Source: an optimization exercise on an open RTL-to-GDS flow (aim: small area, a short achievable clock period and few clock cycles per item). Production flows keep margins and buffers that such runs may drop.
Only simulation tests tie the RTL to the original design; equivalence was not proved.
Power figures rest on the tool's default switching activity, not on a simulated workload.

<file path="design/flow/design.v">
package hcms_pkg;
  localparam int unsigned ADDR_W      = 5;    
  localparam int unsigned DATA_W      = 32;
  localparam int unsigned TABLE_SLOTS = 7;
  localparam int unsigned QUOT_W      = 6;    
  localparam logic [7:0] TOP_LEVEL  = 8'd255;
  localparam logic [7:0] PINK_RED   = 8'd255;
  localparam logic [7:0] PINK_GREEN = 8'd109;
  localparam logic [7:0] PINK_BLUE  = 8'd194;
  localparam logic [2:0] REG_ENTRY_COUNT = 3'd0;
endpackage
module hcms_regs #(
  parameter int unsigned MAX_ENTRIES = 7
) (
  input  logic                                        clk_i,
  input  logic                                        rst_ni,
  input  logic                                        psel,
  input  logic                                        penable,
  input  logic                                        pwrite,
  input  logic [hcms_pkg::ADDR_W-1:0]                 paddr,
  input  logic [hcms_pkg::DATA_W-1:0]                 pwdata,
  output logic [hcms_pkg::DATA_W-1:0]                 prdata,
  output logic [2:0]                                  entry_count_o,
  output logic [MAX_ENTRIES-1:0][hcms_pkg::DATA_W-1:0] entries_o
);
  logic [2:0]                                   count_q;
  logic [MAX_ENTRIES-1:0][hcms_pkg::DATA_W-1:0] entry_q;
  logic [2:0]                                   reg_idx;
  logic                                         wr_en;
  logic [hcms_pkg::DATA_W-1:0]                  rd_d;
  logic [hcms_pkg::DATA_W-1:0]                  rd_q;
  assign reg_idx = paddr[hcms_pkg::ADDR_W-1:2];
  assign wr_en = psel & penable & pwrite;
  always_ff @(posedge clk_i or negedge rst_ni) begin
    if (!rst_ni) begin
      count_q <= '0;
      entry_q <= '0;
    end else if (wr_en) begin
      if (reg_idx == hcms_pkg::REG_ENTRY_COUNT) begin
        count_q <= pwdata[2:0];
      end
      for (int i = 0; i < MAX_ENTRIES; i++) begin
        if (reg_idx == 3'(i + 1)) begin
          entry_q[i] <= pwdata;
        end
      end
    end
  end
  always_comb begin
    rd_d = {{(hcms_pkg::DATA_W-3){1'b0}}, count_q};
    for (int i = 0; i < MAX_ENTRIES; i++) begin
      if (reg_idx == 3'(i + 1)) begin
        rd_d = entry_q[i];
      end
    end
  end
  always_ff @(posedge clk_i) begin
    rd_q <= rd_d;
  end
  assign prdata = rd_q;
  assign entry_count_o = count_q;
  assign entries_o     = entry_q;
endmodule
module hcms_scan #(
  parameter int unsigned MAX_ENTRIES = 7
) (
  input  logic [2:0]                                   entry_count_i,
  input  logic [MAX_ENTRIES-1:0][hcms_pkg::DATA_W-1:0] entries_i,
  input  logic [7:0]                                   lvl_i,
  output logic [MAX_ENTRIES-1:0]                       sel_o,
  output logic [MAX_ENTRIES-1:1]                       nsel_o
);
  logic [MAX_ENTRIES-1:0] used;
  logic [MAX_ENTRIES-1:0] reach;
  logic [MAX_ENTRIES:0]   pass;
  always_comb begin
    for (int i = 0; i < MAX_ENTRIES; i++) begin
      used[i]  = 3'(i) < entry_count_i;
      reach[i] = lvl_i >= entries_i[i][31:24];
    end
    pass[0] = 1'b1;
    for (int i = 0; i < MAX_ENTRIES; i++) begin
      pass[i+1] = pass[i] & used[i] & reach[i];
    end
    for (int i = 0; i < MAX_ENTRIES - 1; i++) begin
      sel_o[i] = pass[i+1] & ~(used[i+1] & reach[i+1]);
    end
    sel_o[MAX_ENTRIES-1] = pass[MAX_ENTRIES];
    for (int i = 1; i < MAX_ENTRIES; i++) begin
      nsel_o[i] = pass[i] & used[i] & ~reach[i];
    end
  end
endmodule
module hcms_span #(
  parameter int unsigned MAX_ENTRIES = 7
) (
  input  logic [MAX_ENTRIES-1:0][hcms_pkg::DATA_W-1:0] entries_i,
  input  logic [7:0]                                   lvl_i,
  input  logic [MAX_ENTRIES-1:0]                       sel_i,
  input  logic [MAX_ENTRIES-1:1]                       nsel_i,
  output logic [2:0]                                   k_o,
  output logic [7:0]                                   a_o,
  output logic [7:0]                                   d_o
);
  logic [7:0] h_k;
  logic [7:0] next;
  logic [7:0] span;
  always_comb begin
    h_k  = '0;
    next = {8{~|nsel_i}};
    k_o  = {3{~|sel_i}};
    for (int i = 0; i < MAX_ENTRIES; i++) begin
      h_k = h_k | ({8{sel_i[i]}} & entries_i[i][31:24]);
      k_o = k_o | ({3{sel_i[i]}} & 3'(i));
    end
    for (int i = 1; i < MAX_ENTRIES; i++) begin
      next = next | ({8{nsel_i[i]}} & entries_i[i][31:24]);
    end
  end
  assign a_o  = next - lvl_i;
  assign span = next - h_k;
  assign d_o  = {span[7:1], span[0] | (&h_k)};
endmodule
module hcms_num (
  input  logic [7:0] a_i,
  output logic [8:0] r_o,
  output logic [5:1] n_o
);
  logic [12:0] m;
  assign m   = (13'(a_i) << 4) + (13'(a_i) << 3) + 13'(a_i);
  assign r_o = {1'b0, m[12:5]};
  assign n_o = m[4:0];
endmodule
module hcms_div (
  input  logic [8:0] r_i,
  input  logic       n_i,
  input  logic [7:0] d_i,
  output logic [8:0] r_o,
  output logic       q_o
);
  logic [8:0] t;
  logic [8:0] dd;
  assign t   = {r_i[7:0], n_i};
  assign dd  = {1'b0, d_i} ^ {9{~r_i[8]}};
  assign r_o = t + dd + {8'd0, ~r_i[8]};
  assign q_o = ~r_o[8];
endmodule
module height_color_map_shade #(
  parameter int unsigned MAX_ENTRIES = 7
) (
  input  logic              clk_i,
  input  logic              rst_ni,
  input  logic              start,
  output logic              busy,
  input  logic [7:0]        height_level_i,
  output logic              result_valid_o,
  output logic [7:0]        red_o,
  output logic [7:0]        green_o,
  output logic [7:0]        blue_o,
  output logic              table_hit_o,
  input  logic              psel,
  input  logic              penable,
  input  logic              pwrite,
  input  logic [hcms_pkg::ADDR_W-1:0] paddr,
  input  logic [hcms_pkg::DATA_W-1:0] pwdata,
  output logic [hcms_pkg::DATA_W-1:0] prdata,
  output logic              pready
);
  localparam int unsigned QW = hcms_pkg::QUOT_W;
  localparam int unsigned SL = QW + 2;
  logic [2:0]                                   entry_count;
  logic [MAX_ENTRIES-1:0][hcms_pkg::DATA_W-1:0] entries;
  logic [SL:0]                                  vld_q;
  logic [MAX_ENTRIES-1:0]                       sel_d;
  logic [MAX_ENTRIES-1:1]                       nsel_d;
  logic [MAX_ENTRIES-1:0]                       sel0_q;
  logic [MAX_ENTRIES-1:1]                       nsel0_q;
  logic [7:0]                                   lvl0_q;
  logic [2:0]                                   k_d;
  logic [7:0]                                   a_d;
  logic [7:0]                                   d_d;
  logic [7:0]                                   a1_q;
  logic [SL-2:1][2:0]                           k_q;
  logic [SL-1:1][7:0]                           d_q;
  logic [SL-1:2][8:0]                           r_q;
  logic [SL-1:2][QW-1:1]                        n_q;
  logic [SL-1:3][QW-1:0]                        q_q;
  logic [8:0]                                   r_d;
  logic [QW-1:1]                                n_d;
  logic [QW-1:0][8:0]                           step_r;
  logic [QW-1:0]                                step_q;
  logic [MAX_ENTRIES-1:0]                       pick_q;
  logic [23:0]                                  color;
  logic [23:0]                                  part_d;
  logic [23:0]                                  part_q;
  logic                                         q0_q;
  logic                                         miss_q;
  logic [7:0]                                   red_d, green_d, blue_d;
  logic                                         out_vld_q;
  logic [7:0]                                   out_red_q, out_green_q, out_blue_q;
  logic                                         out_hit_q;
  assign busy   = 1'b0;
  assign pready = 1'b1;
  hcms_regs #(
    .MAX_ENTRIES (MAX_ENTRIES)
  ) u_regs (
    .clk_i         (clk_i),
    .rst_ni        (rst_ni),
    .psel          (psel),
    .penable       (penable),
    .pwrite        (pwrite),
    .paddr         (paddr),
    .pwdata        (pwdata),
    .prdata        (prdata),
    .entry_count_o (entry_count),
    .entries_o     (entries)
  );
  always_ff @(posedge clk_i or negedge rst_ni) begin
    if (!rst_ni) begin
      vld_q     <= '0;
      out_vld_q <= 1'b0;
    end else begin
      vld_q     <= {vld_q[SL-1:0], start};
      out_vld_q <= vld_q[SL];
    end
  end
  hcms_scan #(
    .MAX_ENTRIES (MAX_ENTRIES)
  ) u_scan (
    .entry_count_i (entry_count),
    .entries_i     (entries),
    .lvl_i         (height_level_i),
    .sel_o         (sel_d),
    .nsel_o        (nsel_d)
  );
  hcms_span #(
    .MAX_ENTRIES (MAX_ENTRIES)
  ) u_span (
    .entries_i     (entries),
    .lvl_i         (lvl0_q),
    .sel_i         (sel0_q),
    .nsel_i        (nsel0_q),
    .k_o           (k_d),
    .a_o           (a_d),
    .d_o           (d_d)
  );
  hcms_num u_num (
    .a_i (a1_q),
    .r_o (r_d),
    .n_o (n_d)
  );
  for (genvar s = 0; s < QW; s++) begin : g_step
    hcms_div u_div (
      .r_i (r_q[s+2]),
      .n_i (s == QW - 1 ? 1'b0 : n_q[s+2][QW-1-s]),
      .d_i (d_q[s+2]),
      .r_o (step_r[s]),
      .q_o (step_q[s])
    );
  end
  always_comb begin
    color = '0;
    for (int i = 0; i < MAX_ENTRIES; i++) begin
      color = color | ({24{pick_q[i]}} & entries[i][23:0]);
    end
    for (int c = 0; c < 3; c++) begin
      logic [8:0] diff;
      diff = {1'b0, color[c*8 +: 8]} - 9'(q_q[SL-1]);
      part_d[c*8 +: 8] = diff[8] ? 8'd0 : diff[7:0];
    end
  end
  always_ff @(posedge clk_i) begin
    lvl0_q <= height_level_i;
    sel0_q  <= sel_d;
    nsel0_q <= nsel_d;
    k_q[1] <= k_d;
    a1_q   <= a_d;
    d_q[1] <= d_d;
    k_q[2] <= k_q[1];
    d_q[2] <= d_q[1];
    r_q[2] <= r_d;
    n_q[2] <= n_d;
    for (int s = 0; s < QW - 1; s++) begin
      if (s < QW - 2) begin
        k_q[s+3] <= k_q[s+2];
      end
      d_q[s+3] <= d_q[s+2];
      r_q[s+3] <= step_r[s];
      n_q[s+3] <= n_q[s+2];
      q_q[s+3] <= (s == 0) ? QW'(step_q[s]) << (QW - 1) : q_q[s+2] | (QW'(step_q[s]) << (QW - 1 - s));
    end
    part_q  <= part_d;
    q0_q    <= step_q[QW-1];
    miss_q  <= ~|pick_q;
    for (int i = 0; i < MAX_ENTRIES; i++) begin
      pick_q[i] <= (k_q[SL-2] == 3'(i));
    end
  end
  always_comb begin
    logic [23:0] shade;
    for (int c = 0; c < 3; c++) begin
      shade[c*8 +: 8] = part_q[c*8 +: 8] - {7'd0, q0_q & (part_q[c*8 +: 8] != 8'd0)};
    end
    if (miss_q) begin
      red_d   = hcms_pkg::PINK_RED;
      green_d = hcms_pkg::PINK_GREEN;
      blue_d  = hcms_pkg::PINK_BLUE;
    end else begin
      red_d   = shade[23:16];
      green_d = shade[15:8];
      blue_d  = shade[7:0];
    end
  end
  always_ff @(posedge clk_i) begin
    out_red_q   <= red_d;
    out_green_q <= green_d;
    out_blue_q  <= blue_d;
    out_hit_q   <= ~miss_q;
  end
  assign result_valid_o = out_vld_q;
  assign red_o          = out_red_q;
  assign green_o        = out_green_q;
  assign blue_o         = out_blue_q;
  assign table_hit_o    = out_hit_q;
endmodule
</file>
<file path="design/flow/run.sh">
#!/bin/bash
# synth_recipe.tcl (not shown) runs the flow's synth.tcl, then flattens the netlist and writes it again
# the make line also repeats each setting of config.mk as NAME=value (left out here)
make -C /OpenROAD-flow-scripts/flow DESIGN_CONFIG=/design/flow/config.mk WORK_HOME=/design/flow/orfs CLKGATE_MAP_FILE= SYNTH_SCRIPT=/design/flow/synth_recipe.tcl finish
</file>
<file path="design/flow/config.mk">
export PLATFORM = sky130hd
export DESIGN_NAME = height_color_map_shade
export DESIGN_NICKNAME = height_color_map_shade
export VERILOG_FILES = /design/flow/design.v
export SDC_FILE = /design/flow/constraint.sdc
export NUM_CORES = 4
export LEC_CHECK = 0
export CAP_MARGIN = 20
export CORE_MARGIN = 2
export CORE_UTILIZATION = 60
export SETUP_SLACK_MARGIN = 2.7
export SLEW_MARGIN = 20
</file>
<file path="design/flow/constraint.sdc">
create_clock -name core_clock -period 5.0 [get_ports {clk_i}]
set_input_delay 1.0000 -clock core_clock [delete_from_list [all_inputs] [get_ports {clk_i}]]
set_output_delay 1.0000 -clock core_clock [all_outputs]
set_load 0.01 [all_outputs]
</file>
==> flow_summary.yaml, run 1 <==
run_status:
  status: "no timing/DRC/antenna violations"
routing:
  first_pass_iters: 9
  drt-vias-per-instance: 6.114
  wl_mm: 64.13
  avgRoutedWirePerCell_um: 21.91
  initialDrtViolationCount: 1856
  antenna_left: 0
  drc: 0
  vias: 17900
logic_synthesis:
  yosysWarnings: 4
  synthMuxAreaShare: 0.1047
  ys.flop_type: "dfxtp_1"
  yosysSeqAreaShare: 0.4909
  syn_inst: 2140
  synth.cell_area_mm2: 0.02334
  async_flop_share: 0.4620
  synthSimpleGateAreaFrac: 0.09307
  synth-compound-area-share: 0.1362
  synth-seq-cells: 513
  synth_cell_types: 74
  synth_top_family_by_area: "compound AO/OA/AOI/OAI gates"
  synth-xor-area-share: 0.04091
  synth_nets: 2352
  syn_avg_cell_area_um2: 10.91
  synth-adder-area-share: 0.09114
  synth-edff-count: 0
clock_tree:
  clkSlewWorstSetupHoldPaths_ns: 0.06
  clock_latency_ns: 0.61
  clock_path_buffers: 3
  cts_made_buffers: 52
  cts_root_buffer: "clkbuf_16"
  cts_tree: "done"
  clock_sinks: 513
  htreeDepth: 2
global_route:
  grt.busiest_layer: "met2"
  grt_max_degree: 120
  gr-usage-met3: 0.06139
  grt_use_total: 0.3089
  overflow: 0
  grt_pass1_wl_mm: 97.73
  met2_usage: 0.5061
  grtUsageMet1: 0.4023
  grt_pass1_vias: 17890
  antenna_found_initial: 3
die:
  coreArea_mm2: 0.03856
  die_w_um: 201.2
  dieHeight_um: 201.2
  die_area_mm2: 0.04049
  ios: 111
  initial_core_util: 0.6053
  num_rows: 72
sta:
  fin_crit_ns: 2.667
  fmax_mhz: 375.0
  final_max_slew_viol_count: 0
  setup_viol: 0
  max-slew-margin-rel: 0.3057
  rsz0062_at_grt: "true"
  post-route-period-util: 0.5334
  clock_skew_ns: 0.02081
  fin_setup_tns_ns: 0
  final_hold_viol_count: 0
  tightest_slew_ns: 1.041
power:
  p_leak_nw: 12.61
  switching_power_mw: 6.612
  power_frac_clock: 0.213
  p_sw_frac: 0.3606
  pwr-share-comb: 0.439
  fin_total_pwr_mw: 18.34
  power_density_mw_per_mm2: 639.7
  p_int_mw: 11.73
  seq_power_share: 0.348
  ir_drop_v: 0.0003912
setup_path:
  critPathKind: "register to register"
  cp_max_fo: 8
  required_ns: 5.49
  r2r.worst_path.cells: 11
  critPathLaunchType: "register"
  end_kind: "register"
  worstPathArrival_ns: 3.16
place:
  io_buffers: 106
  hpwl_mm: 39.80
  gp_congestion: 0.8862
min_path:
  hold_path.class: "register to register"
  min_path_cells: 0
cells_and_area:
  final_cell_mix: "dfxtp_1, dfrtp_1, mux2_2, ha_1, buf_4"
  fill_cells: 2727
  final_common_cell: "dfxtp_1"
  fin_nets: 2576
  drive_gt1_frac: 0.2663
  synthToLayoutAreaGrowth_pct: 22.84
job:
  drv_cap: 0
-- synth_stat cells (9+ instances only) --
cell      instances  area [um2]
a211oi_1         12       90.09
a21o_1           15       112.6
a21oi_1          77       385.4
a221oi_1         25       219.0
a222oi_1         32       320.3
a22oi_1         111       833.3
a31oi_1           9       56.30
and3_1           17       106.4
buf_2            48       240.2
buf_4             9       67.56
clkbuf_1         36       135.1
dfrtp_1         237        5931
dfxtp_1         276        5525
fa_1             15       300.3
ha_1            146        1827
inv_1           128       480.5
mux2_2          193        2173
mux2i_1          27       270.3
nand2_1         120       450.4
nand2b_1         22       137.6
nand3_1          62       310.3
nor2_1           99       371.6
nor2b_1          34       212.7
nor3_1           31       155.2
nor4_1            9       56.30
o21a_1           10       75.07
o21ai_0         104       520.5
or3_1            10       62.56
xnor2_1          88       770.7
xor2_1           21       183.9
-- per-stage QoR --
step | utilization | instances | setup slack [ns] | hold WS [ns] | cell area, um2
after global placement | 0.6469 | 2695 | 1.177 | 0.3099 | 24940
after detailed placement | 0.6469 | 2695 | 1.183 | 0.3121 | 24940
after floorplan | - | 2140 | 2.526 | 0.3096 | 23510
after CTS | 0.7210 | 2884 | 2.418 | 0.3270 | 27800
after global routing | 0.7435 | 2927 | 2.234 | 0.3305 | 28670
final | 0.7435 | 2927 | 2.333 | 0.3180 | 28670
-- final timing paths --
| check | end | from | slack, ns |
|---|---|---|---|
| worst max-delay path | part_q[8]$_SDFF_PN0_ | pick_q[0]$_DFF_P_ | 2.33 |
| worst min-delay path | k_q[14]$_DFF_P_ | k_q[11]$_DFF_P_ | 0.32 |
| max in group asynchronous | u_regs.entry_q[10]$_DFFE_PN0P_ | rst_ni | 3.29 |
| min in group asynchronous | u_regs.entry_q[59]$_DFFE_PN0P_ | rst_ni | 0.40 |
| worst max register to register | part_q[8]$_SDFF_PN0_ | pick_q[0]$_DFF_P_ | 2.33 |
| worst min register to register | k_q[14]$_DFF_P_ | k_q[11]$_DFF_P_ | 0.32 |
-- routing by layer --
layer	wire length (um)	part of all wire
met5	0	0
met4	2727	0.043
met3	5904	0.092
met2	29910	0.47
met1	25580	0.40
-- sequential cells by signal, indices dropped and copies added, names as in the netlist --
name and cells:
q_q 15, u_regs.count_q 3, sel0_q 7, q0_q 1, out_green_q 8, n_q 15, part_q 24, k_q 18
out_red_q 8, out_hit_q 1, nsel0_q 6, out_vld_q 1, a1_q 8, u_regs.rd_q 32, lvl0_q 8, vld_q 9
u_regs.entry_q 224, pick_q 7, out_blue_q 8, miss_q 1, d_q 56, r_q 53
-- power groups by stage --
stage / clock, mW / combinational, mW / sequential (mW)
finish: 3.90 / 8.06 / 6.38
floorplan: 0 / 5.36 / 6.11
global placement: 0 / 6.56 / 6.43
CTS: 3.96 / 7.46 / 6.35
global route: 4.13 / 8.95 / 6.53
detailed placement: 0 / 6.82 / 6.47
-- what timing repair did --
action,4_1_cts,5_1_grt
gates resized for setup,241,118
gates cloned,2,3
endpoints found under the setup margin,377,122
hold buffers,0,0
pin swaps,66,81
buffers inserted,90,38
-- final cells by class --
type | instances | area [um2] | share of cell area
Tap cell | 518 | 648.1 | 0.02261
Antenna cell | 2 | 5.005 | 0.0001746
Timing Repair Buffer | 271 | 2551 | 0.08899
Inverter | 128 | 485.5 | 0.01693
Multi-Input combinational cell | 1398 | 11740 | 0.4095
Clock buffer | 77 | 1445 | 0.05041
Clock inverter | 20 | 260.3 | 0.009078
Sequential cell | 513 | 11530 | 0.4023
-- critical path: stages (launching register included) --
cell and delay [ns]:
dfxtp_2 0.33, buf_12 0.15, a222oi_1 0.37, nand3_1 0.24
ha_1 0.36, nor2b_4 0.15, o21ai_2 0.08, a21boi_2 0.16
o21ai_2 0.08, and4b_2 0.23, buf_12 0.15, a31oi_4 0.24
-- logic make-up (layout without fill, tap and decap cells) --
family	after synthesis	in the layout
AO/OA/AOI/OAI	462	462
XOR/XNOR	109	109
adder cells (fa/ha/maj)	161	161
buffers and inverters	231	496
flip-flops	513	513
multiplexers	220	220
other	2	4
AND/OR/NAND/NOR	442	444
Testbench counts, summed over its fixed seeds: cycles 17,024, items 16,384.
==> run 2: changes to the inputs <==
--- a/design/flow/config.mk
+++ b/design/flow/config.mk
@@ -8,5 +8,6 @@
 export CAP_MARGIN = 20
 export CORE_MARGIN = 2
 export CORE_UTILIZATION = 60
+export CTS_BUF_LIST = sky130_fd_sc_hd__clkbuf_8
 export SETUP_SLACK_MARGIN = 2.7
 export SLEW_MARGIN = 20
==> flow_summary.yaml, run 2 <==
run_status:
  status: "no timing/DRC/antenna violations"
global_route:
  grt_pass1_wl_mm: 97.80
  overflow: 0
  grt_max_degree: 120
  grt_use_total: 0.3096
  antenna_found_initial: 3
  grt_pass1_vias: 18220
logic_synthesis:
  post-synth-top-count-cell: "dfxtp_1"
  syn_inst: 2140
  synth_common_cells: "dfxtp_1, dfrtp_1, mux2_2, ha_1, inv_1"
  synth_nets: 2352
  yosys.area.top_type: "dfrtp_1"
  synth-edff-count: 0
  synth_top_area_frac: 0.2541
  syn_avg_cell_area_um2: 10.91
  synth_cell_types: 74
  async_flop_share: 0.4620
  synthTopCellsByArea: "dfrtp_1, dfxtp_1, mux2_2"
  yosysSeqAreaShare: 0.4909
  synth-seq-cells: 513
  yosysWarnings: 4
  ys.flop_type: "dfxtp_1"
  synth.cell_area_mm2: 0.02334
cells_and_area:
  top_register: "u_regs.entry_q"
  largest_reg_flops: 224
  fin_cells: 2965
  final_cell_mix: "dfxtp_1, dfrtp_1, mux2_2, inv_1, ha_1"
  reg_top3: "u_regs.entry_q (224), d_q (56), r_q (53)"
  final_common_cell: "dfxtp_1"
  fin_util: 0.7407
  fin_nets: 2588
  drive_gt1_frac: 0.2724
  synthToLayoutAreaGrowth_pct: 22.37
place:
  dp.cells: 2695
  gp_congestion: 0.8862
  io_buffers: 106
  hpwl_mm: 39.80
die:
  ios: 111
  num_rows: 72
  initial_core_util: 0.6053
  coreArea_mm2: 0.03856
  die_area_mm2: 0.04049
  die_w_um: 201.2
  dieHeight_um: 201.2
setup_path:
  cp_cell_sequence: "buf_12 -> a222oi_1 -> nand3_1 -> ha_1 -> nor2b_4 -> o21ai_4 -> a21boi_2 -> o21ai_2 -> and4b_2 -> buf_12 -> a31oi_4"
  path_common_cell: "buf_12"
  cp_slowest_cell: "ha_1"
  critPathLaunchType: "register"
  cp_max_fo: 8
  rrSetupSlack_ns: 2.31
  worstPathArrival_ns: 3.22
  end_kind: "register"
  max_stage_delay_ns: 0.36
  r2r.worst_path.cells: 11
  r2r_end: "part_q[8]$_SDFF_PN0_"
  required_ns: 5.53
  reg2reg_from: "pick_q[0]$_DFF_P_"
  critPathKind: "register to register"
clock_tree:
  clkSlewWorstSetupHoldPaths_ns: 0.06
  ctsHoldBuffers: 0
  clock_path_buffers: 3
  htreeDepth: 3
  clock_sinks: 513
  cts_root_buffer: "clkbuf_8"
  clock_latency_ns: 0.66
  cts_tree: "done"
  cts_made_buffers: 84
min_path:
  min_from: "k_q[14]$_DFF_P_"
  min_path_cells: 0
  hold_path.class: "register to register"
  whs_endpoint: "k_q[17]$_DFF_P_"
sta:
  post-route-period-util: 0.5377
  setup_viol: 0
  fin_setup_tns_ns: 0
  final_hold_viol_count: 0
  fmax_mhz: 372.0
  fin_crit_ns: 2.688
  clock_skew_ns: 0.02972
  rsz0062_at_grt: "true"
  max-slew-margin-rel: 0.3128
  tightest_slew_ns: 1.031
  final_max_slew_viol_count: 0
routing:
  wl_mm: 63.06
  drt-vias-per-instance: 6.057
  initialDrtViolationCount: 1697
  vias: 17960
  first_pass_iters: 7
  drc: 0
  avgRoutedWirePerCell_um: 21.27
  antenna_left: 0
power:
  ir_drop_v: 0.0002917
  p_leak_nw: 12.64
  power_density_mw_per_mm2: 641.3
job:
  drv_cap: 0
[run 2: cell count changes in the layout (fill, tap and decap cells not counted), sizes merged]
cell,change
clkbuf,+34
inv,+29
buf,-18
clkdlybuf4s15,+12
dlygate4sd2,-10
clkinv,-6
bufinv,-2
clkinvlp,-1
[run 2: how the worst max path moves through the flow]
stage               depth (start not counted)                               to         startpoint  slack [ns]
global route                               12            part_q[23]$_SDFF_PN0_  pick_q[0]$_DFF_P_        2.25
floorplan                                  13             part_q[0]$_SDFF_PN0_  pick_q[0]$_DFF_P_        2.53
global placement                            6  u_regs.entry_q[178]$_DFFE_PN0P_           paddr[3]        1.18
finish                                     11             part_q[8]$_SDFF_PN0_  pick_q[0]$_DFF_P_        2.31
detailed placement                          6  u_regs.entry_q[177]$_DFFE_PN0P_           paddr[3]        1.18
CTS                                        12             part_q[7]$_SDFF_PN0_  pick_q[3]$_DFF_P_        2.43
[run 2: logic make-up after synthesis]
group	Yosys count	synth area share
other	2	0.0003218
and+or+nand+nor	442	0.09307
DFF	513	0.4909
buffers and inverters	231	0.04278
muxes	220	0.1047
xor gates and xnor gates	109	0.04091
adders and majority gates	161	0.09114
AOI/OAI and AO/OA	462	0.1362
[run 2: layout make-up]
class | instances | area, um2
multi-input cells | 1398 | 11700
flip-flops and latches | 513 | 11540
fillers | 2750 | 10000
repair buffers | 251 | 2340
clock buffers | 115 | 1583
well taps | 518 | 648.1
inverters | 128 | 485.5
clock inverters | 40 | 251.5
diodes | 2 | 5.005
[run 2: through the flow]
stage	area, um2	hold WS, ns	power (mW)	setup WS, ns
after floorplan	23510	0.3096	11.47	2.526
after global placement	24940	0.3099	12.99	1.177
after detailed placement	24940	0.3121	13.28	1.183
after CTS	27810	0.3115	17.71	2.432
after global routing	28560	0.3212	19.64	2.247
final	28560	0.3153	18.31	2.312
[run 2: metal layers]
metal,track usage,vias to the layer above,wire length [um]
met5,0,-,0
met4,0.1305,0,2708
met3,0.07402,214,5774
met2,0.5030,814,29240
met1,0.3983,8769,25340
li1,-,8163,-
[run 2: repair_timing]
action / 4_1_cts / 5_1_grt
setup endpoints to repair: 376 / 146
gates cloned: 2 / 0
gates resized for setup: 237 / 128
buffers inserted: 74 / 37
pin swaps: 68 / 82
[run 2: critical path: cells and delay by family, from the launching register on]
family	cells	cell delay, ns
compound gates	5	0.93
buf+inv	2	0.30
fa+ha+maj	1	0.36
flops	1	0.34
simple gates	3	0.64
[run 2: power by group]
part | leakage (nW) | internal (mW) | switching [mW]
clock | 1.05 | 2.20 | 1.66
combinational | 6.33 | 3.98 | 4.08
sequential | 5.26 | 5.49 | 0.901
total | 12.6 | 11.7 | 6.64
==> run 3: changes to the inputs <==
--- a/design/flow/design.v
+++ b/design/flow/design.v
@@ -189,11 +189,12 @@
   logic [QW-1:1]                                n_d;
   logic [QW-1:0][8:0]                           step_r;
   logic [QW-1:0]                                step_q;
-  logic [MAX_ENTRIES-1:0]                       pick_q;
-  logic [23:0]                                  color;
+  logic [23:0]                                  color_d;
+  logic [23:0]                                  color_q;
   logic [23:0]                                  part_d;
   logic [23:0]                                  part_q;
   logic                                         q0_q;
+  logic                                         miss1_q;
   logic                                         miss_q;
   logic [7:0]                                   red_d, green_d, blue_d;
   logic                                         out_vld_q;
@@ -259,13 +260,13 @@
     );
   end
   always_comb begin
-    color = '0;
+    color_d = '0;
     for (int i = 0; i < MAX_ENTRIES; i++) begin
-      color = color | ({24{pick_q[i]}} & entries[i][23:0]);
+      color_d = color_d | ({24{k_q[SL-2] == 3'(i)}} & entries[i][23:0]);
     end
     for (int c = 0; c < 3; c++) begin
       logic [8:0] diff;
-      diff = {1'b0, color[c*8 +: 8]} - 9'(q_q[SL-1]);
+      diff = {1'b0, color_q[c*8 +: 8]} - 9'(q_q[SL-1]);
       part_d[c*8 +: 8] = diff[8] ? 8'd0 : diff[7:0];
     end
   end
@@ -291,10 +292,9 @@
     end
     part_q  <= part_d;
     q0_q    <= step_q[QW-1];
-    miss_q  <= ~|pick_q;
-    for (int i = 0; i < MAX_ENTRIES; i++) begin
-      pick_q[i] <= (k_q[SL-2] == 3'(i));
-    end
+    color_q <= color_d;
+    miss_q  <= miss1_q;
+    miss1_q <= (k_q[SL-2] == 3'd7);
   end
   always_comb begin
     logic [23:0] shade;
--- a/design/flow/config.mk
+++ b/design/flow/config.mk
@@ -8,6 +8,5 @@
 export CAP_MARGIN = 20
 export CORE_MARGIN = 2
 export CORE_UTILIZATION = 60
-export CTS_BUF_LIST = sky130_fd_sc_hd__clkbuf_8
-export SETUP_SLACK_MARGIN = 2.7
+export SETUP_SLACK_MARGIN = 2.6
 export SLEW_MARGIN = 20
==> flow_summary.yaml, run 3 <==
cells_and_area:
  final_common_cell: "dfxtp_1"
  synthToLayoutAreaGrowth_pct: 18.28
  fin_area_mm2: 0.02845
  largest_reg_flops: 224
  final_cell_mix: "dfxtp_1, dfrtp_1, mux2_2, ha_1, inv_1"
  top_register: "u_regs.entry_q"
  reg_top3: "u_regs.entry_q (224), d_q (56), r_q (53)"
  fin_util: 0.7176
  drive_gt1_frac: 0.2267
  fin_nets: 2526
  fin_cells: 2886
die:
  dieHeight_um: 204.2
  ios: 111
  die_area_mm2: 0.04170
  die_w_um: 204.2
  coreArea_mm2: 0.03964
  initial_core_util: 0.6067
  num_rows: 73
sta:
  final_max_slew_viol_count: 0
  clock_skew_ns: 0.01520
  fmax_mhz: 404.5
  setup_viol: 0
  rsz0062_at_grt: "true"
  final_hold_viol_count: 0
  fin_setup_tns_ns: 0
  max-slew-margin-rel: 0.3863
  post-route-period-util: 0.4944
  tightest_slew_ns: 0.9206
  fin_crit_ns: 2.472
logic_synthesis:
  syn_avg_cell_area_um2: 11.08
  synth_common_cells: "dfxtp_1, dfrtp_1, mux2_2, ha_1, o21ai_0"
  yosysSeqAreaShare: 0.4913
  ys.flop_type: "dfxtp_1"
  post-synth-top-count-cell: "dfxtp_1"
  async_flop_share: 0.4463
  synth_cell_types: 68
  synth-seq-cells: 531
  yosys.area.top_type: "dfrtp_1"
  syn_inst: 2170
  synth-edff-count: 0
  synth_nets: 2382
  synth_top_area_frac: 0.2466
  synthTopCellsByArea: "dfrtp_1, dfxtp_1, mux2_2"
  yosysWarnings: 4
  synth.cell_area_mm2: 0.02405
setup_path:
  required_ns: 5.52
  critPathKind: "register to register"
  cp_max_fo: 9
  end_kind: "register"
  worstPathArrival_ns: 3.00
  cp_slowest_cell: "dfxtp_4"
  max_stage_delay_ns: 0.45
  critPathLaunchType: "register"
  cp_cell_sequence: "nor4_2 -> nand2_2 -> nand3_2 -> a221oi_4 -> ha_2 -> inv_1 -> fa_2 -> nand2_1 -> nand2_1 -> a21oi_2 -> o21bai_1 -> a21oi_2 -> xnor2_1"
run_status:
  status: "no timing/DRC/antenna violations"
clock_tree:
  cts_made_buffers: 54
  clock_sinks: 531
  clkSlewWorstSetupHoldPaths_ns: 0.07
  clock_path_buffers: 3
  cts_tree: "done"
  cts_root_buffer: "clkbuf_16"
  htreeDepth: 2
  clock_latency_ns: 0.60
routing:
  initialDrtViolationCount: 1172
  drt-vias-per-instance: 6.037
  drc: 0
  wl_mm: 61.71
  avgRoutedWirePerCell_um: 21.38
  vias: 17420
  first_pass_iters: 6
  antenna_left: 0
power:
  power_density_mw_per_mm2: 643.1
  ir_drop_v: 0.0003053
  p_int_mw: 11.73
  p_sw_frac: 0.3588
  pwr-share-comb: 0.409
  seq_power_share: 0.366
  switching_power_mw: 6.564
  power_frac_clock: 0.225
  p_leak_nw: 12.62
place:
  gp_congestion: 0.9251
  hpwl_mm: 40.02
  dp.cells: 2737
  dpl_cell_area_mm2: 0.02570
  io_buffers: 106
global_route:
  grt_max_degree: 118
  grt_pass1_wl_mm: 95.34
  antenna_found_initial: 3
  grt_use_total: 0.2958
  overflow: 0
  grt_pass1_vias: 17560
min_path:
  hold_path.class: "register to register"
job:
  drv_cap: 0
run 3: cell types whose count changed after synthesis, sizes merged, moves of 8 or more:
cell,change
o21ai,+25
a222oi,-24
mux2,+20
nor2,+20
nand2,-19
dfxtp,+18
mux2i,+18
a22oi,-16
mux4,+12
nand3,-11
buf,-8
nand2b,+8
run 3: kinds of logic after synthesis:
group,count (synthesis),share of synthesized area
AND/OR/NAND/NOR,430,0.08683
buffers and inverters,225,0.03949
XOR/XNOR,107,0.03897
adder cells (fa/ha/maj),161,0.08844
multiplexers,270,0.1344
other,2,0.0003123
flip-flops,531,0.4913
AO/OA/AOI/OAI,444,0.1203
run 3: worst paths after layout:
check                              startpoint                            end  slack, ns  depth (start not counted)
max                        nsel0_q[6]$_DFF_P_                a1_q[6]$_DFF_P_       2.53                         13
min                           k_q[13]$_DFF_P_                k_q[16]$_DFF_P_       0.32                          0
max reg2reg                nsel0_q[6]$_DFF_P_                a1_q[6]$_DFF_P_       2.53                         13
min reg2reg                   k_q[13]$_DFF_P_                k_q[16]$_DFF_P_       0.32                          0
max in group asynchronous              rst_ni  u_regs.entry_q[6]$_DFFE_PN0P_       3.38                          2
min in group asynchronous              rst_ni             vld_q[3]$_DFF_PN0_       0.47                          1
run 3: repair_timing:
action / 4_1_cts / 5_1_grt
cloned: 0 / 2
gates resized for setup: 164 / 89
pin swaps: 13 / 40
setup endpoints to repair: 354 / 220
hold buffers: 0 / 0
buffers inserted: 15 / 29
run 3: area by class of cell:
| class | instances | area (um2) |
|---|---|---|
| tap | 525 | 656.9 |
| clock inverter | 20 | 183.9 |
| multi-input combinational | 1415 | 11870 |
| timing repair buffer | 184 | 1707 |
| inverter | 128 | 484.2 |
| antenna | 1 | 2.502 |
| clock buffer | 82 | 1669 |
| fill | 2886 | 11190 |
| sequential | 531 | 11880 |
run 3: routing by layer:
layer | vias to the layer above | global-route usage | wire (um)
met4 | 0 | 0.1224 | 2230
met1 | 8574 | 0.3782 | 25520
li1 | 8050 | - | -
met3 | 164 | 0.05995 | 4666
met5 | - | 0 | 0
met2 | 635 | 0.4910 | 29290
run 3: through the flow:
stage | hold slack, ns | total power [mW] | setup WS, ns
3_3_place_gp | 0.3109 | 13.59 | 1.283
6_report | 0.3218 | 18.29 | 2.528
2_1_floorplan | 0.3096 | 11.88 | 2.434
3_5_place_dp | 0.3120 | 13.86 | 1.217
4_1_cts | 0.3206 | 18.09 | 2.470
5_1_grt | 0.3287 | 19.59 | 2.447
run 3: worst max-delay path, delay by kind of cell, from the launching register on:
kind | cells | cell delay (ns)
simple gates | 5 | 0.42
buf+inv | 1 | 0.06
flops | 1 | 0.45
compound gates | 4 | 0.72
xor+xnor | 1 | 0.13
fa+ha+maj | 2 | 0.62
run 3: power groups by stage:
stage | logic [mW] | clock network, mW | registers [mW]
6_report | 7.48 | 4.12 | 6.69
5_1_grt | 8.35 | 4.37 | 6.87
4_1_cts | 7.22 | 4.18 | 6.69
3_5_place_dp | 7.09 | 0 | 6.77
3_3_place_gp | 6.86 | 0 | 6.73
2_1_floorplan | 5.47 | 0 | 6.41
Testbench counts of run 3, summed over its fixed seeds: cycles 17,024, items 16,384.
==> run 4: changes to the inputs <==
--- a/design/flow/design.v
+++ b/design/flow/design.v
@@ -68,7 +68,8 @@
   input  logic [MAX_ENTRIES-1:0][hcms_pkg::DATA_W-1:0] entries_i,
   input  logic [7:0]                                   lvl_i,
   output logic [MAX_ENTRIES-1:0]                       sel_o,
-  output logic [MAX_ENTRIES-1:1]                       nsel_o
+  output logic [MAX_ENTRIES-1:1]                       nsel_o,
+  output logic                                         top_o
 );
   logic [MAX_ENTRIES-1:0] used;
   logic [MAX_ENTRIES-1:0] reach;
@@ -89,6 +90,7 @@
     for (int i = 1; i < MAX_ENTRIES; i++) begin
       nsel_o[i] = pass[i] & used[i] & ~reach[i];
     end
+    top_o = ~|nsel_o;
   end
 endmodule
 module hcms_span #(
@@ -98,6 +100,7 @@
   input  logic [7:0]                                   lvl_i,
   input  logic [MAX_ENTRIES-1:0]                       sel_i,
   input  logic [MAX_ENTRIES-1:1]                       nsel_i,
+  input  logic                                         top_i,
   output logic [2:0]                                   k_o,
   output logic [7:0]                                   a_o,
   output logic [7:0]                                   d_o
@@ -107,7 +110,7 @@
   logic [7:0] span;
   always_comb begin
     h_k  = '0;
-    next = {8{~|nsel_i}};
+    next = {8{top_i}};
     k_o  = {3{~|sel_i}};
     for (int i = 0; i < MAX_ENTRIES; i++) begin
       h_k = h_k | ({8{sel_i[i]}} & entries_i[i][31:24]);
@@ -175,6 +178,8 @@
   logic [MAX_ENTRIES-1:1]                       nsel_d;
   logic [MAX_ENTRIES-1:0]                       sel0_q;
   logic [MAX_ENTRIES-1:1]                       nsel0_q;
+  logic                                         top_d;
+  logic                                         top0_q;
   logic [7:0]                                   lvl0_q;
   logic [2:0]                                   k_d;
   logic [7:0]                                   a_d;
@@ -232,7 +237,8 @@
     .entries_i     (entries),
     .lvl_i         (height_level_i),
     .sel_o         (sel_d),
-    .nsel_o        (nsel_d)
+    .nsel_o        (nsel_d),
+    .top_o         (top_d)
   );
   hcms_span #(
     .MAX_ENTRIES (MAX_ENTRIES)
@@ -241,6 +247,7 @@
     .lvl_i         (lvl0_q),
     .sel_i         (sel0_q),
     .nsel_i        (nsel0_q),
+    .top_i         (top0_q),
     .k_o           (k_d),
     .a_o           (a_d),
     .d_o           (d_d)
@@ -274,6 +281,7 @@
     lvl0_q <= height_level_i;
     sel0_q  <= sel_d;
     nsel0_q <= nsel_d;
+    top0_q  <= top_d;
     k_q[1] <= k_d;
     a1_q   <= a_d;
     d_q[1] <= d_d;
--- a/design/flow/config.mk
+++ b/design/flow/config.mk
@@ -8,5 +8,7 @@
 export CAP_MARGIN = 20
 export CORE_MARGIN = 2
 export CORE_UTILIZATION = 60
-export SETUP_SLACK_MARGIN = 2.6
+export CTS_CLUSTER_DIAMETER = 100
+export CTS_CLUSTER_SIZE = 30
+export SETUP_SLACK_MARGIN = 2.65
 export SLEW_MARGIN = 20
==> flow_summary.yaml, run 4 <==
setup_path:
  crit_family: "compound AO/OA/AOI/OAI gates"
  cp_cell_sequence: "a222oi_1 -> nand3_2 -> inv_2 -> ha_4 -> nor2b_4 -> o21ai_2 -> a21boi_2 -> o21ai_2 -> nor2b_4 -> xnor2_1"
  crit_buf_inv: 1
  end_kind: "register"
  worstPathArrival_ns: 3.01
  r2r.worst_path.cells: 10
  r2r_end: "d_q[5]$_DFF_P_"
  rrSetupSlack_ns: 2.50
  cp.depth: 10
  reg2reg_from: "u_regs.entry_q[153]$_DFFE_PN0P_"
  critPathLaunchType: "register"
  cp_max_fo: 2
  required_ns: 5.50
  cp_slowest_cell: "a222oi_1"
  max_stage_delay_ns: 0.52
  critPathKind: "register to register"
die:
  die_w_um: 204.8
  die_area_mm2: 0.04196
  ios: 111
  coreArea_mm2: 0.03973
  initial_core_util: 0.6091
  num_rows: 73
  dieHeight_um: 204.8
routing:
  first_pass_iters: 8
  drt-vias-per-instance: 6.095
  wl_mm: 60.39
  vias: 17450
  avgRoutedWirePerCell_um: 21.10
  antenna_left: 0
  drc: 0
  initialDrtViolationCount: 1377
cells_and_area:
  final_cell_mix: "dfxtp_1, dfrtp_1, mux2_2, nand2_1, ha_1"
  top_register: "u_regs.entry_q"
  final_common_cell: "dfxtp_1"
  fin_nets: 2537
  synthToLayoutAreaGrowth_pct: 12.44
  drive_gt1_frac: 0.1956
  largest_reg_flops: 224
  reg_top3: "u_regs.entry_q (224), d_q (56), r_q (53)"
clock_tree:
  htreeDepth: 1
  clkSlewWorstSetupHoldPaths_ns: 0.12
  cts_tree: "done"
  cts_root_buffer: "clkbuf_16"
  ctsHoldBuffers: 0
  cts_made_buffers: 21
  clock_sinks: 532
  clock_path_buffers: 3
  clock_latency_ns: 0.59
sta:
  clock_skew_ns: 0.02752
  fmax_mhz: 399.9
  post-route-period-util: 0.5001
  rsz0062_at_grt: "true"
  fin_crit_ns: 2.501
  max-slew-margin-rel: 0.3220
  setup_viol: 0
  final_max_slew_viol_count: 0
  fin_setup_tns_ns: 0
  tightest_slew_ns: 1.017
  holdWs_ns: 0.3335
  final_hold_viol_count: 0
global_route:
  grt_pass1_vias: 17210
  antenna_found_initial: 4
  grt_use_total: 0.2908
  grt_max_degree: 118
  grt_pass1_wl_mm: 94.37
  overflow: 0
power:
  switching_power_mw: 5.919
  pwr-share-comb: 0.450
  p_leak_nw: 11.95
  power_frac_clock: 0.132
  p_sw_frac: 0.3737
  p_int_mw: 9.920
  power_density_mw_per_mm2: 582.1
  ir_drop_v: 0.0003819
  seq_power_share: 0.418
logic_synthesis:
  syn_inst: 2216
  synthTopCellsByArea: "dfrtp_1, dfxtp_1, mux2_2"
  yosysWarnings: 4
  post-synth-top-count-cell: "dfxtp_1"
  synth_top_area_frac: 0.2451
  async_flop_share: 0.4455
  yosys.area.top_type: "dfrtp_1"
  synth_nets: 2428
  synth-edff-count: 0
  syn_avg_cell_area_um2: 10.92
  synth_common_cells: "dfxtp_1, dfrtp_1, mux2_2, nand2_1, ha_1"
  yosysSeqAreaShare: 0.4891
  synth-seq-cells: 532
  synth.cell_area_mm2: 0.02420
  ys.flop_type: "dfxtp_1"
  synth_cell_types: 72
place:
  io_buffers: 106
  gp_congestion: 0.9313
  hpwl_mm: 40.88
run_status:
  status: "no timing/DRC/antenna violations"
min_path:
  hold_path.class: "register to register"
  min_path_cells: 0
  whs_endpoint: "q_q[16]$_DFF_P_"
  min_from: "q_q[10]$_DFF_P_"
job:
  drv_cap: 0
## run 4: changes by cell type in the layout (fill, tap and decap cells not counted), moves of 19 or more
cell and change:
nand2_1 +63, nand3_1 -25, o2111ai_1 +19, mux2_4 -30, clkbuf_16 -35, a22oi_1 -35, o21ai_1 +20, mux2_2 +30
## run 4: cell families after synthesis
family / count (synthesis) / share of synthesized area
compound gates: 442 / 0.1199
xor+xnor: 107 / 0.03872
fa+ha+maj: 161 / 0.08789
buf+inv: 232 / 0.03903
flops: 532 / 0.4891
mux: 279 / 0.1342
other cells: 2 / 0.0003103
simple gates: 461 / 0.09084
## run 4: stage by stage
stage	setup WS [ns]	area (um2)	utilization	cells	power (mW)
floorplan	2.382	24270	-	2216	11.68
global placement	1.287	25910	0.6521	2778	13.27
detailed placement	1.275	25910	0.6521	2778	13.56
CTS	2.584	26900	0.6770	2844	15.73
global route	2.415	27210	0.6848	2861	17.05
finish	2.500	27210	0.6849	2862	15.84
## run 4: cell type report
class	count	area, um2
multi-input combinational	1452	11860
clock inverter	2	17.52
sequential	532	11890
clock buffer	32	566.8
inverter	130	491.7
antenna	1	2.502
fill	3100	12520
timing repair buffer	188	1722
tap	525	656.9
## run 4: worst max-delay path by stage
stage                                    start                endpoint
2_1_floorplan                height_level_i[0]          top0_q$_DFF_P_
3_3_place_gp                          paddr[3]  u_regs.rd_q[4]$_DFF_P_
3_5_place_dp                          paddr[3]  u_regs.rd_q[4]$_DFF_P_
4_1_cts         u_regs.entry_q[88]$_DFFE_PN0P_         a1_q[6]$_DFF_P_
5_1_grt         u_regs.entry_q[57]$_DFFE_PN0P_         a1_q[5]$_DFF_P_
6_report       u_regs.entry_q[153]$_DFFE_PN0P_          d_q[5]$_DFF_P_
## run 4: layer usage
layer / wire length, um / share of wire / GRT usage
met1: 25300 / 0.42 / 0.3953
met2: 28190 / 0.47 / 0.4710
met3: 4610 / 0.076 / 0.04884
met4: 2255 / 0.037 / 0.1030
met5: 29 / 0.00048 / 0
## run 4: power groups by stage
stage / sequential, mW / clock [mW] / combinational (mW)
final: 6.63 / 2.09 / 7.12
after global placement: 6.67 / 0 / 6.61
after CTS: 6.61 / 2.15 / 6.97
after detailed placement: 6.71 / 0 / 6.85
after global routing: 6.79 / 2.29 / 7.96
after floorplan: 6.32 / 0 / 5.36
## run 4: what timing repair did
item	4_1_cts	5_1_grt
buffers inserted	32	17
gates resized for setup	161	49
endpoints found under the hold margin	0	0
endpoints found under the setup margin	338	98
pin swaps	28	22
Testbench counts of run 4, summed over its fixed seeds: cycles 17,024, items 16,384.
==> run 5: changes to the inputs <==
==> design/flow/flow/run.sh (new file) <==
#!/bin/bash
set -euo pipefail
export BUFFER_PORTS_ARGS="-buffer_cell sky130_fd_sc_hd__buf_2"
bash standard.sh > flow_standard.log 2>&1
==> design/flow/standard.sh (new file) <==
#!/bin/bash
# synth_recipe.tcl (not shown) runs the flow's synth.tcl, then flattens the netlist and writes it again
# the make line also repeats each setting of config.mk as NAME=value (left out here)
make -C /OpenROAD-flow-scripts/flow DESIGN_CONFIG=/design/flow/config.mk WORK_HOME=/design/flow/orfs CLKGATE_MAP_FILE= SYNTH_SCRIPT=/design/flow/synth_recipe.tcl "${@:-finish}"
removed: design/flow/run.sh
==> flow_summary.yaml, run 5 <==
sta:
  fin_setup_tns_ns: 0
  clock_skew_ns: 0.02513
  fmax_mhz: 395.1
  max-slew-margin-rel: 0.3631
  fin_crit_ns: 2.531
  rsz0062_at_grt: "true"
  post-route-period-util: 0.5063
  setup_viol: 0
  final_hold_viol_count: 0
  tightest_slew_ns: 0.9554
  holdWs_ns: 0.3294
  final_max_slew_viol_count: 0
cells_and_area:
  fin_area_mm2: 0.02663
  largest_reg_flops: 224
  fin_cells: 2847
  reg_top3: "u_regs.entry_q (224), d_q (56), r_q (53)"
  seq_area_mm2: 0.01188
  fill_cells: 3153
  top_register: "u_regs.entry_q"
  final_cell_mix: "dfxtp_1, dfrtp_1, mux2_2, nand2_1, ha_1"
  final_common_cell: "dfxtp_1"
  drive_gt1_frac: 0.2288
  fin_nets: 2522
  synthToLayoutAreaGrowth_pct: 10.05
  multi_input_area_mm2: 0.01182
routing:
  avgRoutedWirePerCell_um: 21.15
  initialDrtViolationCount: 1323
  antenna_left: 0
  vias: 17040
  drt-vias-per-instance: 5.985
  drc: 0
  wl_mm: 60.22
  first_pass_iters: 5
die:
  ios: 111
  coreArea_mm2: 0.03973
  dieHeight_um: 204.8
  die_w_um: 204.8
  num_rows: 73
  die_area_mm2: 0.04196
  initial_core_util: 0.6091
logic_synthesis:
  syn_avg_cell_area_um2: 10.92
  synth_common_cells: "dfxtp_1, dfrtp_1, mux2_2, nand2_1, ha_1"
  synthTopCellsByArea: "dfrtp_1, dfxtp_1, mux2_2"
  ys.flop_type: "dfxtp_1"
  synth_nets: 2428
  yosysSeqAreaShare: 0.4891
  synth.cell_area_mm2: 0.02420
  synth-edff-count: 0
  syn_inst: 2216
  async_flop_share: 0.4455
  yosysWarnings: 4
  yosys.area.top_type: "dfrtp_1"
  synth_cell_types: 72
  synth_top_area_frac: 0.2451
  post-synth-top-count-cell: "dfxtp_1"
  synth-seq-cells: 532
power:
  p_leak_nw: 11.79
  power_density_mw_per_mm2: 592.8
  switching_power_mw: 5.917
  power_frac_clock: 0.132
  p_sw_frac: 0.3748
  seq_power_share: 0.419
  pwr-share-comb: 0.448
  p_int_mw: 9.870
  ir_drop_v: 0.0003322
clock_tree:
  clock_latency_ns: 0.58
  cts_tree: "done"
  htreeDepth: 1
  clock_path_buffers: 3
  clkSlewWorstSetupHoldPaths_ns: 0.12
  cts_root_buffer: "clkbuf_16"
  clock_sinks: 532
  cts_made_buffers: 21
global_route:
  grt_pass1_wl_mm: 93.31
  grt_pass1_vias: 17120
  antenna_found_initial: 6
  grt_use_total: 0.2873
  overflow: 0
  grt_max_degree: 116
place:
  dp.cells: 2774
  io_buffers: 106
  hpwl_mm: 40.79
  dpl_cell_area_mm2: 0.02535
  gp_congestion: 0.9451
setup_path:
  reg2reg_from: "u_regs.entry_q[153]$_DFFE_PN0P_"
  cp-startpoint: "u_regs.entry_q[153]$_DFFE_PN0P_"
  worstPathArrival_ns: 3.03
  rrSetupSlack_ns: 2.47
  required_ns: 5.50
  r2r_end: "d_q[5]$_DFF_P_"
  crit_end: "d_q[5]$_DFF_P_"
  critPathKind: "register to register"
  critPathLaunchType: "register"
  r2r.worst_path.cells: 10
  end_kind: "register"
  cp_max_fo: 2
run_status:
  status: "no timing/DRC/antenna violations"
job:
  drv_cap: 0
min_path:
  hold_path.class: "register to register"
[run 5: cell types whose count changed in the layout (fill, tap and decap cells not counted), sizes merged]
cell and delta:
buf +79, clkinv +1, dlygate4sd2 -58, clkdlybuf4s50 -36, clkdlybuf4s15 -1
[run 5: cell families (layout without fill, tap and decap cells)]
family / Yosys count / in the layout / synth area share
AOI/OAI and AO/OA: 442 / 442 / 0.1199
xor gates and xnor gates: 107 / 107 / 0.03872
adders and majority gates: 161 / 161 / 0.08789
buffers and inverters: 232 / 337 / 0.03903
DFF: 532 / 532 / 0.4891
muxes: 279 / 279 / 0.1342
other: 2 / 3 / 0.0003103
and+or+nand+nor: 461 / 461 / 0.09084
[run 5: per-stage QoR]
stage | setup WS (ns) | total power, mW | utilization
2_1_floorplan | 2.382 | 11.68 | -
3_3_place_gp | 1.580 | 13.14 | 0.6381
6_report | 2.469 | 15.79 | 0.6703
3_5_place_dp | 1.522 | 13.41 | 0.6381
4_1_cts | 2.594 | 15.65 | 0.6624
5_1_grt | 2.451 | 17.02 | 0.6703
[run 5: area by class of cell]
type,instances,area share
timing repair buffer,173,0.04510
clock inverter,3,0.0007517
tap,525,0.02466
inverter,130,0.01846
sequential,532,0.4462
clock buffer,31,0.02114
antenna,1,0.00009396
multi-input combinational,1452,0.4436
[run 5: critical path: stages, from the launching register on]
cell and delay (ns):
dfrtp_1 0.40, a222oi_1 0.53, nand3_2 0.28, inv_2 0.15, ha_4 0.21, nor2b_4 0.12
o21ai_2 0.17, a21boi_2 0.10, o21ai_2 0.20, nor2b_4 0.19, xnor2_2 0.11
[run 5: worst min path at each step]
stage	from	to	slack, ns	cells after the start
floorplan	d_q[2]$_DFF_P_	d_q[10]$_DFF_P_	0.31	0
detailed placement	d_q[3]$_DFF_P_	d_q[11]$_DFF_P_	0.31	0
global placement	k_q[7]$_DFF_P_	k_q[10]$_DFF_P_	0.31	0
finish	k_q[12]$_DFF_P_	k_q[15]$_DFF_P_	0.33	0
CTS	k_q[12]$_DFF_P_	k_q[15]$_DFF_P_	0.32	0
global route	k_q[12]$_DFF_P_	k_q[15]$_DFF_P_	0.33	0
[run 5: repair_timing]
action | 4_1_cts | 5_1_grt
pin swaps | 26 | 32
hold buffers | 0 | 0
gates resized for setup | 63 | 48
buffers inserted | 25 | 13
endpoints found under the setup margin | 210 | 61
[run 5: per-layer routing]
| layer | wire [um] | part of all wire | GRT usage |
|---|---|---|---|
| met3 | 4550 | 0.076 | 0.05536 |
| met1 | 25700 | 0.43 | 0.3854 |
| met4 | 1863 | 0.031 | 0.09265 |
| met5 | 34 | 0.00056 | 0 |
| met2 | 28070 | 0.47 | 0.4698 |
[run 5: power groups by stage]
stage,clock (mW),sequential [mW],combinational [mW]
after global placement,0,6.67,6.47
final,2.09,6.62,7.08
after floorplan,0,6.32,5.36
after CTS,2.14,6.62,6.89
after detailed placement,0,6.71,6.70
after global routing,2.29,6.79,7.94
==> run 6: changes to the inputs <==
--- a/design/flow/design.v
+++ b/design/flow/design.v
@@ -26,21 +26,29 @@
   logic [2:0]                                   count_q;
   logic [MAX_ENTRIES-1:0][hcms_pkg::DATA_W-1:0] entry_q;
   logic [2:0]                                   reg_idx;
-  logic                                         wr_en;
+  logic [MAX_ENTRIES:0]                         wr_q;
   logic [hcms_pkg::DATA_W-1:0]                  rd_d;
   logic [hcms_pkg::DATA_W-1:0]                  rd_q;
   assign reg_idx = paddr[hcms_pkg::ADDR_W-1:2];
-  assign wr_en = psel & penable & pwrite;
+  always_ff @(posedge clk_i or negedge rst_ni) begin
+    if (!rst_ni) begin
+      wr_q <= '0;
+    end else begin
+      for (int i = 0; i <= MAX_ENTRIES; i++) begin
+        wr_q[i] <= psel & ~penable & pwrite & (reg_idx == 3'(i));
+      end
+    end
+  end
   always_ff @(posedge clk_i or negedge rst_ni) begin
     if (!rst_ni) begin
       count_q <= '0;
       entry_q <= '0;
-    end else if (wr_en) begin
-      if (reg_idx == hcms_pkg::REG_ENTRY_COUNT) begin
+    end else begin
+      if (wr_q[0]) begin
         count_q <= pwdata[2:0];
       end
       for (int i = 0; i < MAX_ENTRIES; i++) begin
-        if (reg_idx == 3'(i + 1)) begin
+        if (wr_q[i+1]) begin
           entry_q[i] <= pwdata;
         end
       end
@@ -93,36 +101,41 @@
     top_o = ~|nsel_o;
   end
 endmodule
-module hcms_span #(
+module hcms_pick #(
   parameter int unsigned MAX_ENTRIES = 7
 ) (
   input  logic [MAX_ENTRIES-1:0][hcms_pkg::DATA_W-1:0] entries_i,
-  input  logic [7:0]                                   lvl_i,
   input  logic [MAX_ENTRIES-1:0]                       sel_i,
   input  logic [MAX_ENTRIES-1:1]                       nsel_i,
   input  logic                                         top_i,
   output logic [2:0]                                   k_o,
-  output logic [7:0]                                   a_o,
-  output logic [7:0]                                   d_o
+  output logic [7:0]                                   h_o,
+  output logic [7:0]                                   next_o
 );
-  logic [7:0] h_k;
-  logic [7:0] next;
-  logic [7:0] span;
   always_comb begin
-    h_k  = '0;
-    next = {8{top_i}};
-    k_o  = {3{~|sel_i}};
+    h_o    = '0;
+    next_o = {8{top_i}};
+    k_o    = {3{~|sel_i}};
     for (int i = 0; i < MAX_ENTRIES; i++) begin
-      h_k = h_k | ({8{sel_i[i]}} & entries_i[i][31:24]);
+      h_o = h_o | ({8{sel_i[i]}} & entries_i[i][31:24]);
       k_o = k_o | ({3{sel_i[i]}} & 3'(i));
     end
     for (int i = 1; i < MAX_ENTRIES; i++) begin
-      next = next | ({8{nsel_i[i]}} & entries_i[i][31:24]);
+      next_o = next_o | ({8{nsel_i[i]}} & entries_i[i][31:24]);
     end
   end
-  assign a_o  = next - lvl_i;
-  assign span = next - h_k;
-  assign d_o  = {span[7:1], span[0] | (&h_k)};
+endmodule
+module hcms_span (
+  input  logic [7:0] lvl_i,
+  input  logic [7:0] h_i,
+  input  logic [7:0] next_i,
+  output logic [7:0] a_o,
+  output logic [7:0] d_o
+);
+  logic [7:0] span;
+  assign a_o  = next_i - lvl_i;
+  assign span = next_i - h_i;
+  assign d_o  = {span[7:1], span[0] | (&h_i)};
 endmodule
 module hcms_num (
   input  logic [7:0] a_i,
@@ -174,6 +187,9 @@
   logic [2:0]                                   entry_count;
   logic [MAX_ENTRIES-1:0][hcms_pkg::DATA_W-1:0] entries;
   logic [SL:0]                                  vld_q;
+  logic [7:0]                                   lvl_q;
+  logic                                         in_vld_q;
+  logic                                         pk_vld_q;
   logic [MAX_ENTRIES-1:0]                       sel_d;
   logic [MAX_ENTRIES-1:1]                       nsel_d;
   logic [MAX_ENTRIES-1:0]                       sel0_q;
@@ -182,6 +198,12 @@
   logic                                         top0_q;
   logic [7:0]                                   lvl0_q;
   logic [2:0]                                   k_d;
+  logic [7:0]                                   h_d;
+  logic [7:0]                                   next_d;
+  logic [2:0]                                   kp_q;
+  logic [7:0]                                   hp_q;
+  logic [7:0]                                   nextp_q;
+  logic [7:0]                                   lvlp_q;
   logic [7:0]                                   a_d;
   logic [7:0]                                   d_d;
   logic [7:0]                                   a1_q;
@@ -223,10 +245,14 @@
   );
   always_ff @(posedge clk_i or negedge rst_ni) begin
     if (!rst_ni) begin
+      in_vld_q  <= 1'b0;
+      pk_vld_q  <= 1'b0;
       vld_q     <= '0;
       out_vld_q <= 1'b0;
     end else begin
-      vld_q     <= {vld_q[SL-1:0], start};
+      in_vld_q  <= start;
+      vld_q     <= {vld_q[SL-1:1], pk_vld_q, in_vld_q};
+      pk_vld_q  <= vld_q[0];
       out_vld_q <= vld_q[SL];
     end
   end
@@ -235,22 +261,28 @@
   ) u_scan (
     .entry_count_i (entry_count),
     .entries_i     (entries),
-    .lvl_i         (height_level_i),
+    .lvl_i         (lvl_q),
     .sel_o         (sel_d),
     .nsel_o        (nsel_d),
     .top_o         (top_d)
   );
-  hcms_span #(
+  hcms_pick #(
     .MAX_ENTRIES (MAX_ENTRIES)
-  ) u_span (
+  ) u_pick (
     .entries_i     (entries),
-    .lvl_i         (lvl0_q),
     .sel_i         (sel0_q),
     .nsel_i        (nsel0_q),
     .top_i         (top0_q),
     .k_o           (k_d),
-    .a_o           (a_d),
-    .d_o           (d_d)
+    .h_o           (h_d),
+    .next_o        (next_d)
+  );
+  hcms_span u_span (
+    .lvl_i  (lvlp_q),
+    .h_i    (hp_q),
+    .next_i (nextp_q),
+    .a_o    (a_d),
+    .d_o    (d_d)
   );
   hcms_num u_num (
     .a_i (a1_q),
@@ -278,11 +310,16 @@
     end
   end
   always_ff @(posedge clk_i) begin
-    lvl0_q <= height_level_i;
+    lvl_q   <= height_level_i;
+    lvl0_q  <= lvl_q;
     sel0_q  <= sel_d;
     nsel0_q <= nsel_d;
     top0_q  <= top_d;
-    k_q[1] <= k_d;
+    kp_q    <= k_d;
+    hp_q    <= h_d;
+    nextp_q <= next_d;
+    lvlp_q  <= lvl0_q;
+    k_q[1] <= kp_q;
     a1_q   <= a_d;
     d_q[1] <= d_d;
     k_q[2] <= k_q[1];
==> design/flow/run.sh (new file) <==
#!/bin/bash
# synth_recipe.tcl (not shown) runs the flow's synth.tcl, then flattens the netlist and writes it again
# the make line also repeats each setting of config.mk as NAME=value (left out here)
make -C /OpenROAD-flow-scripts/flow DESIGN_CONFIG=/design/flow/config.mk WORK_HOME=/design/flow/orfs CLKGATE_MAP_FILE= SYNTH_SCRIPT=/design/flow/synth_recipe.tcl finish
--- a/design/flow/config.mk
+++ b/design/flow/config.mk
@@ -9,6 +9,6 @@
 export CORE_MARGIN = 2
 export CORE_UTILIZATION = 60
 export CTS_CLUSTER_DIAMETER = 100
-export CTS_CLUSTER_SIZE = 30
-export SETUP_SLACK_MARGIN = 2.65
+export CTS_CLUSTER_SIZE = 25
+export SETUP_SLACK_MARGIN = 2.8
 export SLEW_MARGIN = 20
removed: design/flow/flow/run.sh
removed: design/flow/standard.sh
==> flow_summary.yaml, run 6 <==
clock_tree:
  cts_made_buffers: 27
  cts_root_buffer: "clkbuf_16"
  clkSlewWorstSetupHoldPaths_ns: 0.10
  clock_path_buffers: 3
  clock_sinks: 577
  clock_latency_ns: 0.59
  ctsHoldBuffers: 0
  htreeDepth: 1
  cts_tree: "done"
logic_synthesis:
  synth_nets: 2454
  syn_avg_cell_area_um2: 11.10
  async_flop_share: 0.4281
  synthTopCellsByArea: "dfxtp_1, dfrtp_1, mux2_2"
  yosysSeqAreaShare: 0.5136
  syn_inst: 2242
  synth-edff-count: 0
  yosys.area.top_type: "dfxtp_1"
  synth.cell_area_mm2: 0.02490
  post-synth-top-count-cell: "dfxtp_1"
  synth_common_cells: "dfxtp_1, dfrtp_1, mux2_2, ha_1"
  yosysWarnings: 4
  synth_cell_types: 67
  ys.flop_type: "dfxtp_1"
  synth_top_area_frac: 0.2654
  synth-seq-cells: 577
power:
  fin_total_pwr_mw: 17.50
  pwr-share-comb: 0.445
  ir_drop_v: 0.0003645
  p_leak_nw: 12.60
  power_density_mw_per_mm2: 616.9
  switching_power_mw: 6.457
  seq_power_share: 0.413
  power_frac_clock: 0.142
  p_int_mw: 11.04
  p_sw_frac: 0.3690
setup_path:
  cp.depth: 11
  crit_buf_inv: 1
  required_ns: 5.54
  worstPathArrival_ns: 2.89
  cp_max_fo: 2
  path_common_cell: "o21ai_2"
  r2r.worst_path.cells: 11
  rrSetupSlack_ns: 2.66
  critPathKind: "register to register"
  critPathLaunchType: "register"
  crit_family: "adder cells"
  cp_cell_sequence: "fa_1 -> ha_2 -> inv_2 -> fa_2 -> nor2b_2 -> o21ai_2 -> a21boi_2 -> o21a_1 -> o21ai_2 -> nand2b_1 -> a21o_1"
  max_stage_delay_ns: 0.56
  cp_slowest_cell: "fa_1"
  end_kind: "register"
sta:
  fin_setup_tns_ns: 0
  max-slew-margin-rel: 0.2838
  rsz0062_at_grt: "true"
  final_hold_viol_count: 0
  setup_viol: 0
  tightest_slew_ns: 1.074
  fmax_mhz: 426.5
  final_max_slew_viol_count: 0
  clock_skew_ns: 0.02482
  post-route-period-util: 0.4689
  fin_crit_ns: 2.345
routing:
  avgRoutedWirePerCell_um: 21.14
  antenna_left: 0
  drc: 0
  vias: 17590
  wl_mm: 61.96
  first_pass_iters: 6
  initialDrtViolationCount: 1525
  drt-vias-per-instance: 6.000
die:
  dieHeight_um: 207.7
  die_area_mm2: 0.04314
  die_w_um: 207.7
  num_rows: 74
  initial_core_util: 0.6083
  coreArea_mm2: 0.04092
  ios: 111
cells_and_area:
  final_cell_mix: "dfxtp_1, dfrtp_1, mux2_2, ha_1, inv_1"
  largest_reg_flops: 224
  final_common_cell: "dfxtp_1"
  seq_area_mm2: 0.01289
  fill_cells: 3098
  drive_gt1_frac: 0.2153
  fin_nets: 2591
  top_register: "u_regs.entry_q"
  synthToLayoutAreaGrowth_pct: 13.94
  reg_top3: "u_regs.entry_q (224), d_q (56), r_q (53)"
  multi_input_area_mm2: 0.01166
place:
  hpwl_mm: 41.28
  io_buffers: 106
  gp_congestion: 0.9000
global_route:
  grt_pass1_vias: 17640
  grt_use_total: 0.2816
  grt_pass1_wl_mm: 96.16
  antenna_found_initial: 3
  overflow: 0
  grt_max_degree: 112
job:
  drv_cap: 0
run_status:
  status: "no timing/DRC/antenna violations"
min_path:
  min_path_cells: 0
  hold_path.class: "register to register"
## run 6: cells by family after synthesis
logic type / share of synthesized area
xor+xnor: 0.03729
mux: 0.1246
flops: 0.5136
compound gates: 0.1172
simple gates: 0.08489
fa+ha+maj: 0.08544
other cells: 0.0003017
buf+inv: 0.03669
## run 6: final cells by class
class	count	area share
multi-input cells	1432	0.4110
inverters	131	0.01760
well taps	532	0.02347
clock inverters	2	0.001367
repair buffers	210	0.06577
diodes	2	0.0001764
clock buffers	45	0.02620
flip-flops and latches	577	0.4544
## run 6: final timing paths
check                                start                         endpoint
min reg2reg                 k_q[1]$_DFF_P_                   k_q[4]$_DFF_P_
min                         k_q[1]$_DFF_P_                   k_q[4]$_DFF_P_
min in group asynchronous           rst_ni               vld_q[6]$_DFF_PN0_
max in group asynchronous           rst_ni  u_regs.entry_q[223]$_DFFE_PN0P_
max reg2reg                a1_q[0]$_DFF_P_                   r_q[7]$_DFF_P_
max                        a1_q[0]$_DFF_P_                   r_q[7]$_DFF_P_
## run 6: power by group through the flow
| stage | sequential [mW] | clock (mW) | combinational, mW |
|---|---|---|---|
| 2_1_floorplan | 6.85 | 0 | 5.28 |
| 3_3_place_gp | 7.27 | 0 | 6.56 |
| 3_5_place_dp | 7.31 | 0 | 6.82 |
| 4_1_cts | 7.21 | 2.53 | 7.35 |
| 5_1_grt | 7.39 | 2.71 | 8.70 |
| 6_report | 7.22 | 2.48 | 7.79 |
## run 6: layer usage
layer / vias up / global-route usage / wire length (um)
li1: 8132 / - / -
met1: 8666 / 0.3697 / 25830
met2: 653 / 0.4733 / 29580
met3: 133 / 0.05250 / 4588
met4: 2 / 0.09098 / 1950
met5: - / 0 / 13
## run 6: timing repair
item / in CTS / in global routing
setup buffers: 50 / 27
pin swaps: 34 / 47
gates resized for setup: 268 / 82
endpoints found under the setup margin: 162 / 91
cloned: 0 / 1
## run 6: through the flow
step	utilization	std cells	setup WS [ns]	instance area, um2	hold slack [ns]
6_report	0.6931	2931	2.656	28360	0.3238
5_1_grt	0.6930	2930	2.533	28360	0.3367
4_1_cts	0.6837	2901	2.572	27980	0.3286
3_5_place_dp	0.6456	2804	1.334	26420	0.3128
3_3_place_gp	0.6456	2804	1.416	26420	0.3102
2_1_floorplan	-	2242	2.809	24920	0.3096
Testbench counts of run 6, summed over its fixed seeds: cycles 17,152, items 16,384.

[what the ideal ports hide]
No port has a modelled driver above. Below, the same layouts with a new extraction and two added sets of constraints.
Step 1, drivers: a clkbuf_16 drives clk_i and a buf_2 each remaining input, both assumed.
Step 2 times the ports against the registers' clock, not the clock port: input delays grow and output delays shrink by t, the midpoint of the rising clock arrivals with the driver on.
a / b / c = ideal / step 1 / step 2; a / b = the first two.
run	t (ns)	setup WS [ns]	worst data-port slew with drivers (ns)	pins driven straight from the clock port
run 1	0.659	2.333 / 2.333 / 2.059	0.09	1
run 2	0.690	2.312 / 2.312 / 2.001	0.08	1
run 3	0.651	2.528 / 2.528 / 1.939	0.09	1
run 4	0.630	2.499 / 2.499 / 1.995	0.13	1
run 5	0.628	2.469 / 2.469 / 1.987	0.13	1
run 6	0.641	2.655 / 2.655 / 2.255	0.10	1
After both steps every run listed still meets setup and hold. For run 3, which loses most, drivers alone change the setup slack by 0.000 ns; drivers and shift together by -0.589 ns.
